From an optimization exercise on the open Yosys and OpenROAD flow, aimed at small area, a short achievable clock period and few clock cycles per item; shortcuts taken in it are not production practice. Only simulation tests tie the RTL to the original design; equivalence was not proved.

===== design/flow/constraint.sdc =====
create_clock -name core_clock -period 11.0 [get_ports {clk}]
set_input_delay 2.2000 -clock core_clock [delete_from_list [all_inputs] [get_ports {clk}]]
set_output_delay 2.2000 -clock core_clock [all_outputs]
set_load 0.01 [all_outputs]

===== design/flow/design.v =====
module mdu_alu #(
    parameter int XLEN    = 32,
    parameter int SHAMT_W = $clog2(XLEN)
) (
    input  logic            clk,
    input  logic            rst,
    input  logic            in_valid,
    output logic            in_ready,
    input  logic [4:0]      in_op,
    input  logic [XLEN-1:0] in_a,
    input  logic [XLEN-1:0] in_b,
    input  logic            kill,
    output logic            out_valid,
    input  logic            out_ready,
    output logic [XLEN-1:0] out_result,
    output logic            out_illegal
);
    localparam logic [4:0] OP_ADD    = 5'd0;
    localparam logic [4:0] OP_SUB    = 5'd1;
    localparam logic [4:0] OP_SLL    = 5'd2;
    localparam logic [4:0] OP_SLT    = 5'd3;
    localparam logic [4:0] OP_SLTU   = 5'd4;
    localparam logic [4:0] OP_XOR    = 5'd5;
    localparam logic [4:0] OP_SRL    = 5'd6;
    localparam logic [4:0] OP_SRA    = 5'd7;
    localparam logic [4:0] OP_OR     = 5'd8;
    localparam logic [4:0] OP_AND    = 5'd9;
    localparam logic [4:0] OP_EQ     = 5'd10;
    localparam logic [4:0] OP_NE     = 5'd11;
    localparam logic [4:0] OP_GE     = 5'd12;
    localparam logic [4:0] OP_GEU    = 5'd13;
    localparam logic [4:0] OP_MUL    = 5'd16;
    localparam logic [4:0] OP_MULH   = 5'd17;
    localparam logic [4:0] OP_MULHSU = 5'd18;
    localparam logic [4:0] OP_MULHU  = 5'd19;
    localparam logic [4:0] OP_DIV    = 5'd20;
    localparam logic [4:0] OP_DIVU   = 5'd21;
    localparam logic [4:0] OP_REM    = 5'd22;
    localparam logic [4:0] OP_REMU   = 5'd23;
    localparam logic [XLEN-1:0] MIN_NEG = {1'b1, {(XLEN-1){1'b0}}};
    localparam logic [XLEN-1:0] ZPAD    = '0;
    typedef enum logic {S_IDLE, S_DIV} state_e;
    state_e             state_q, state_d;
    logic               out_valid_q, out_valid_d;
    logic [XLEN-1:0]    out_result_q, out_result_d;
    logic               out_illegal_q, out_illegal_d;
    logic [XLEN-1:0]    rem_q, rem_d;
    logic [XLEN-1:0]    quo_q, quo_d;
    logic [XLEN-1:0]    dvs_q, dvs_d;
    logic [SHAMT_W-1:0] cnt_q, cnt_d;
    logic               qneg_q, qneg_d;
    logic               rneg_q, rneg_d;
    logic               want_rem_q, want_rem_d;
    logic [SHAMT_W-1:0] shamt;
    logic [XLEN-1:0]    alu_res;
    logic               alu_ill;
    logic               is_div;
    logic [2*XLEN-1:0]  mul_a, mul_b, mul_p;
    logic               div_sgn, div_rem, b_zero, ovf, fast;
    logic [XLEN-1:0]    abs_a, abs_b, fast_res;
    logic [XLEN:0]      rem_sh;
    logic [XLEN-1:0]    rem_sub, rem_nx, quo_nx;
    logic               fits;
    logic               accept;
    assign shamt = in_b[SHAMT_W-1:0];
    always_comb begin
        mul_a = {{XLEN{in_a[XLEN-1] & ((in_op == OP_MULH) || (in_op == OP_MULHSU))}}, in_a};
        mul_b = {{XLEN{in_b[XLEN-1] & (in_op == OP_MULH)}}, in_b};
        mul_p = mul_a * mul_b;
    end
    always_comb begin
        alu_res = '0;
        alu_ill = 1'b0;
        is_div  = 1'b0;
        case (in_op)
            OP_ADD:    alu_res = in_a + in_b;
            OP_SUB:    alu_res = in_a - in_b;
            OP_SLL:    alu_res = in_a << shamt;
            OP_SLT:    alu_res = {ZPAD[XLEN-1:1], $signed(in_a) < $signed(in_b)};
            OP_SLTU:   alu_res = {ZPAD[XLEN-1:1], in_a < in_b};
            OP_XOR:    alu_res = in_a ^ in_b;
            OP_SRL:    alu_res = in_a >> shamt;
            OP_SRA:    alu_res = $signed(in_a) >>> shamt;
            OP_OR:     alu_res = in_a | in_b;
            OP_AND:    alu_res = in_a & in_b;
            OP_EQ:     alu_res = {ZPAD[XLEN-1:1], in_a == in_b};
            OP_NE:     alu_res = {ZPAD[XLEN-1:1], in_a != in_b};
            OP_GE:     alu_res = {ZPAD[XLEN-1:1], $signed(in_a) >= $signed(in_b)};
            OP_GEU:    alu_res = {ZPAD[XLEN-1:1], in_a >= in_b};
            OP_MUL:    alu_res = mul_p[XLEN-1:0];
            OP_MULH,
            OP_MULHSU,
            OP_MULHU:  alu_res = mul_p[2*XLEN-1:XLEN];
            OP_DIV,
            OP_DIVU,
            OP_REM,
            OP_REMU:   is_div = 1'b1;
            default:   alu_ill = 1'b1;
        endcase
    end
    always_comb begin
        div_sgn = (in_op == OP_DIV) || (in_op == OP_REM);
        div_rem = (in_op == OP_REM) || (in_op == OP_REMU);
        b_zero  = (in_b == '0);
        ovf     = div_sgn && (in_a == MIN_NEG) && (in_b == '1);
        fast    = b_zero || ovf;
        abs_a   = (div_sgn && in_a[XLEN-1]) ? -in_a : in_a;
        abs_b   = (div_sgn && in_b[XLEN-1]) ? -in_b : in_b;
        if (b_zero) fast_res = div_rem ? in_a : '1;
        else        fast_res = div_rem ? '0 : in_a;
    end
    always_comb begin
        rem_sh  = {rem_q, quo_q[XLEN-1]};
        fits    = rem_sh >= {1'b0, dvs_q};
        rem_sub = rem_sh[XLEN-1:0] - dvs_q;
        rem_nx  = fits ? rem_sub : rem_sh[XLEN-1:0];
        quo_nx  = {quo_q[XLEN-2:0], fits};
    end
    assign in_ready = !kill && (state_q == S_IDLE) && (!out_valid_q || out_ready);
    assign accept   = in_valid && in_ready;
    always_comb begin
        state_d       = state_q;
        out_valid_d   = out_valid_q && !out_ready;
        out_result_d  = out_result_q;
        out_illegal_d = out_illegal_q;
        rem_d         = rem_q;
        quo_d         = quo_q;
        dvs_d         = dvs_q;
        cnt_d         = cnt_q;
        qneg_d        = qneg_q;
        rneg_d        = rneg_q;
        want_rem_d    = want_rem_q;
        case (state_q)
            S_IDLE: begin
                if (accept) begin
                    if (is_div && !fast) begin
                        state_d    = S_DIV;
                        rem_d      = '0;
                        quo_d      = abs_a;
                        dvs_d      = abs_b;
                        cnt_d      = SHAMT_W'(XLEN - 1);
                        qneg_d     = div_sgn && (in_a[XLEN-1] ^ in_b[XLEN-1]);
                        rneg_d     = div_sgn && in_a[XLEN-1];
                        want_rem_d = div_rem;
                    end else begin
                        out_valid_d   = 1'b1;
                        out_result_d  = is_div ? fast_res : alu_res;
                        out_illegal_d = alu_ill;
                    end
                end
            end
            S_DIV: begin
                rem_d = rem_nx;
                quo_d = quo_nx;
                cnt_d = cnt_q - 1'b1;
                if (cnt_q == '0) begin
                    state_d       = S_IDLE;
                    out_valid_d   = 1'b1;
                    out_illegal_d = 1'b0;
                    if (want_rem_q) out_result_d = rneg_q ? -rem_nx : rem_nx;
                    else            out_result_d = qneg_q ? -quo_nx : quo_nx;
                end
            end
            default: state_d = S_IDLE;
        endcase
        if (kill) begin
            state_d     = S_IDLE;
            out_valid_d = 1'b0;
        end
    end
    always_ff @(posedge clk or posedge rst) begin
        if (rst) begin
            state_q       <= S_IDLE;
            out_valid_q   <= 1'b0;
            out_result_q  <= '0;
            out_illegal_q <= 1'b0;
            rem_q         <= '0;
            quo_q         <= '0;
            dvs_q         <= '0;
            cnt_q         <= '0;
            qneg_q        <= 1'b0;
            rneg_q        <= 1'b0;
            want_rem_q    <= 1'b0;
        end else begin
            state_q       <= state_d;
            out_valid_q   <= out_valid_d;
            out_result_q  <= out_result_d;
            out_illegal_q <= out_illegal_d;
            rem_q         <= rem_d;
            quo_q         <= quo_d;
            dvs_q         <= dvs_d;
            cnt_q         <= cnt_d;
            qneg_q        <= qneg_d;
            rneg_q        <= rneg_d;
            want_rem_q    <= want_rem_d;
        end
    end
    assign out_valid   = out_valid_q;
    assign out_result  = out_result_q;
    assign out_illegal = out_illegal_q;
endmodule

===== design/flow/config.mk =====
export PLATFORM = sky130hd
export DESIGN_NAME = mdu_alu
export DESIGN_NICKNAME = mdu_alu
export VERILOG_FILES = /design/flow/design.v
export SDC_FILE = /design/flow/constraint.sdc
export NUM_CORES = 4
export LEC_CHECK = 0
export CAP_MARGIN = 20
export CORE_MARGIN = 2
export CORE_UTILIZATION = 40
export SLEW_MARGIN = 20

===== design/flow/run.sh =====
#!/bin/bash
# synth_recipe.tcl (not shown) runs the flow's synth.tcl, then flattens the netlist and writes it again
# the make line also repeats each setting of config.mk as NAME=value (left out here)
make -C /OpenROAD-flow-scripts/flow DESIGN_CONFIG=/design/flow/config.mk WORK_HOME=/design/flow/orfs CLKGATE_MAP_FILE= SYNTH_SCRIPT=/design/flow/synth_recipe.tcl finish

==> reports/qor.csv <==
stage,metric,value,unit
status,outcome,timing/DRC/antenna clean,
timing,fin_hold_ws,477,ps
layout,final_nets,8867,
logic_synthesis,ys_warn_count,1,
layout,final_cell_area,0.0651,mm²
logic_synthesis,synth_area_leader_cell,fa_1,
placed_design,place_area,0.0643,mm²
setup_path,r2r_slack,4780,ps
floorplan,initial_core_util,0.404,
setup_path,crit_type,input port to flop,
clock_tree,cts_tree,built,
setup_path,cp_max_fo,8,
floorplan,fp.dieArea,0.148,mm²
setup_path,critPathBufInv,9,
routing,wl_per_cell,28.7,µm
logic_synthesis,synthMuxAreaShare,0.0378,
logic_synthesis,ys_types,92,
timing,max_slew.worst_pin.slew,1230,ps
floorplan,dieWidth,385,µm
routing,totalWireLength,265000,µm
placed_design,hpwl,215000,µm
placed_design,place_inst,9198,
layout,ff_latch_area,0.00348,mm²
global_route,grt_max_degree,86,
logic_synthesis,yosys.area.top_type_share,0.389,
routing,via_per_inst,5.89,
timing,fin_crit_sh,0.977,
global_route,gr-max-usage-layer,met2,
global_route,grt_use_met2,0.549,
timing,fmaxAchievable,0.0931,GHz
global_route,antenna_found_initial,24,
layout,fillers,14500,
logic_synthesis,async_reset_ff_frac,1.00,
setup_path,worstSetupStartpoint,in_op[4],
clock_tree,cts_buffers,17,
setup_path,endpoint,out_result_q[31]$_DFFE_PP0P_,
layout,final_util,0.452,
placed_design,gp_congestion,1.03,
setup_path,crit_cells,31,
timing,slew_violations,0,
logic_synthesis,ys_ff_latch,139,
global_route,grt_pass1_vias,55700,
logic_synthesis,synth_fa_ha_area_frac,0.463,
routing,vias,54500,
clock_tree,htreeDepth,4,
setup_path,path_delay_family,adder cells,
logic_synthesis,ys_dominant_reg_cell,dfrtp_1,
global_route,use_met3,0.0911,
logic_synthesis,synth_top_family_by_area,adder cells,
global_route,grt_pass1_wl,386000,µm
placed_design,io_buffer_count,108,
logic_synthesis,syn_area_per_cell,8.21,µm²
placed_design,place_ws,-240,ps
setup_path,critical-path-slowest-cell,fa_2,
global_route,grt_overflow_total,0,
routing,first_pass_iters,8,
flow_run,max_cap_viol_count,0,
timing,relSlewSlack,0.173,
floorplan,die_height,385,µm
floorplan,rows,139,
logic_synthesis,seq_area_frac_synth,0.0598,
clock_tree,clock_sinks,139,
setup_path,cpMostUsedCell,fa_1,
setup_path,worstSetupEndpointType,flop,
timing,fin_skew,13.6,ps
floorplan,ioPinCount,109,
routing,drt_iter0_markers,5694,
global_route,use_met1,0.471,
setup_path,worstPathRequired,11320,ps
layout,final_cell_mix,"inv_1 (1325), fa_1 (1124), nand2_1 (1018)",
timing,grt_setup_unrepaired,yes,
timing,setup_viol,0,
layout,area_growth,12.0,%
logic_synthesis,ys_top_cells_by_area,"fa_1 (39%), inv_1 (8.6%), ha_1 (7.5%)",
logic_synthesis,syn_inst,7084,
timing,hold_viol,0,
logic_synthesis,synth_edf_count,0,
setup_path,cpPeakStageDelay,650,ps
logic_synthesis,synth.cell_area,0.0581,mm²
routing,ant_nets,0,
setup_path,arrival,11060,ps
clock_tree,clockRootBuffer,clkbuf_16,
layout,drive_gt1_frac,0.113,
setup_path,start_kind,input port,
global_route,grt_usage,0.358,
layout,multi_input_area,0.0480,mm²
clock_tree,cts.clk_slew.worst_paths,70,ps
clock_tree,hold_buffers,0,
layout,layout_commonest_cell,inv_1,
setup_path,r2r-start,rem_q[7]$_DFFE_PP0P_,
logic_synthesis,synth-simple-area-share,0.159,
logic_synthesis,synth_nets,8634,
layout,final_cells,9244,
timing,layout_setup_ws,253,ps
clock_tree,clockBufferDepth,2,
clock_tree,clock_latency,450,ps
timing,period_needed,10750,ps
setup_path,ff2ff_path_depth,16,
floorplan,core-area,0.144,mm²
logic_synthesis,synth-xor-area-share,0.0311,
logic_synthesis,synth_compound_area_frac,0.130,
routing,drc,0,
worst_hold_path,min_path_type,flop to flop,
setup_path,r2r-end,out_result_q[16]$_DFFE_PP0P_,
[kinds of logic after synthesis]
family | after synthesis
AND/OR/NAND/NOR | 2158
buffers and inverters | 1821
adder cells (fa/ha/maj) | 1476
AO/OA/AOI/OAI | 1149
XOR/XNOR | 205
flip-flops | 139
multiplexers | 136
[metal layers]
layer | routed length, µm | vias up
met4 | 15700 | 22
met2 | 116000 | 2952
met1 | 106000 | 27900
met3 | 27800 | 662
li1 | - | 23000
met5 | 253 | -
[per-stage QoR]
| step | TNS, ps |
|---|---|
| after floorplan | 0 |
| final | 0 |
| after global placement | -1340 |
| after CTS | 0 |
| after detailed placement | -1860 |
| after global routing | -37.7 |
[how the worst min path moves through the flow]
| stage | from | endpoint | slack [ps] | depth (start not counted) |
|---|---|---|---|---|
| floorplan | dvs_q[31]$_DFFE_PP0P_ | dvs_q[31]$_DFFE_PP0P_ | 450 | 2 |
| global placement | out_illegal_q$_DFFE_PP0P_ | out_illegal_q$_DFFE_PP0P_ | 460 | 2 |
| detailed placement | out_illegal_q$_DFFE_PP0P_ | out_illegal_q$_DFFE_PP0P_ | 470 | 2 |
| CTS | out_illegal_q$_DFFE_PP0P_ | out_illegal_q$_DFFE_PP0P_ | 480 | 2 |
| global route | out_illegal_q$_DFFE_PP0P_ | out_illegal_q$_DFFE_PP0P_ | 490 | 2 |
| finish | out_illegal_q$_DFFE_PP0P_ | out_illegal_q$_DFFE_PP0P_ | 480 | 2 |
[registers in the layout, indices dropped and copies added (netlist names)]
signal,flops
dvs_q,32
quo_q,32
rem_q,32
out_illegal_q,1
cnt_q,5
want_rem_q,1
state_q,1
out_valid_q,1
rneg_q,1
qneg_q,1
out_result_q,32
[Yosys cell counts (24+ instances only)]
master	n
a211oi_1	59
buf_1	105
dfrtp_1	139
a221o_1	43
a21o_1	65
nor2_1	654
a31oi_1	47
fa_1	1128
or3_1	27
o21ai_0	263
nor4_1	39
mux2i_1	55
mux4_2	65
o31ai_1	45
o211ai_1	38
nor3_1	90
nor2b_1	27
nand2b_1	37
nand3_1	86
xnor2_1	135
ha_1	348
nand4_1	47
a21oi_1	275
o22ai_1	28
xor2_1	69
inv_1	1331
a221oi_1	40
nand2_1	1019
a22oi_1	24
clkbuf_1	343
[what timing repair did]
action,4_1_cts,5_1_grt
setup endpoints to repair,0,17
resized for setup,0,17
buffers inserted,0,3
[area by class of cell]
type                       instances  area share
tap                             1903      0.0366
sequential                       139      0.0535
inverter                        1350      0.0781
clock buffer                      19     0.00681
multi-input combinational       5124       0.737
clock inverter                    13     0.00254
timing repair buffer             685      0.0850
antenna                           11    0.000423
[worst register-to-register path, delay by kind of cell (launching register included)]
kind            cells  cell delay, ps
compound gates      7            2730
simple gates        5            1550
fa+ha+maj           2             820
flops               1             460
buf+inv             1             380
xor+xnor            1             140
Testbench counts, summed over its fixed seeds: cycles 113,928, items 16,000.

## static timing again, ports no longer ideal
The flow's constraints put no driver on any port. The routed layout listed below was extracted and timed again, unchanged, in two steps. Step 1 (the two cells are an assumption about what drives the block):
set clk [get_ports {clk}]
set_driving_cell -lib_cell sky130_fd_sc_hd__clkbuf_16 $clk
set_driving_cell -lib_cell sky130_fd_sc_hd__buf_2 [delete_from_list [all_inputs] $clk]
Step 2 also shifts input and output timing later by t, the mid clock arrival at the registers, as if the neighbouring blocks saw the same clock. a / b / c = ideal ports / drivers / drivers and shift; a / b = the first two.
t (ns): 0.496
setup slack, ns: 0.253 / 0.269 / -0.227
slew at the worst register clock pin (ns): 0.07 / 0.07
Met with ideal ports but missed after step 2: setup timing in this run. The setup slack of this run moves by +0.016 ns with the drivers and by -0.480 ns with both steps.
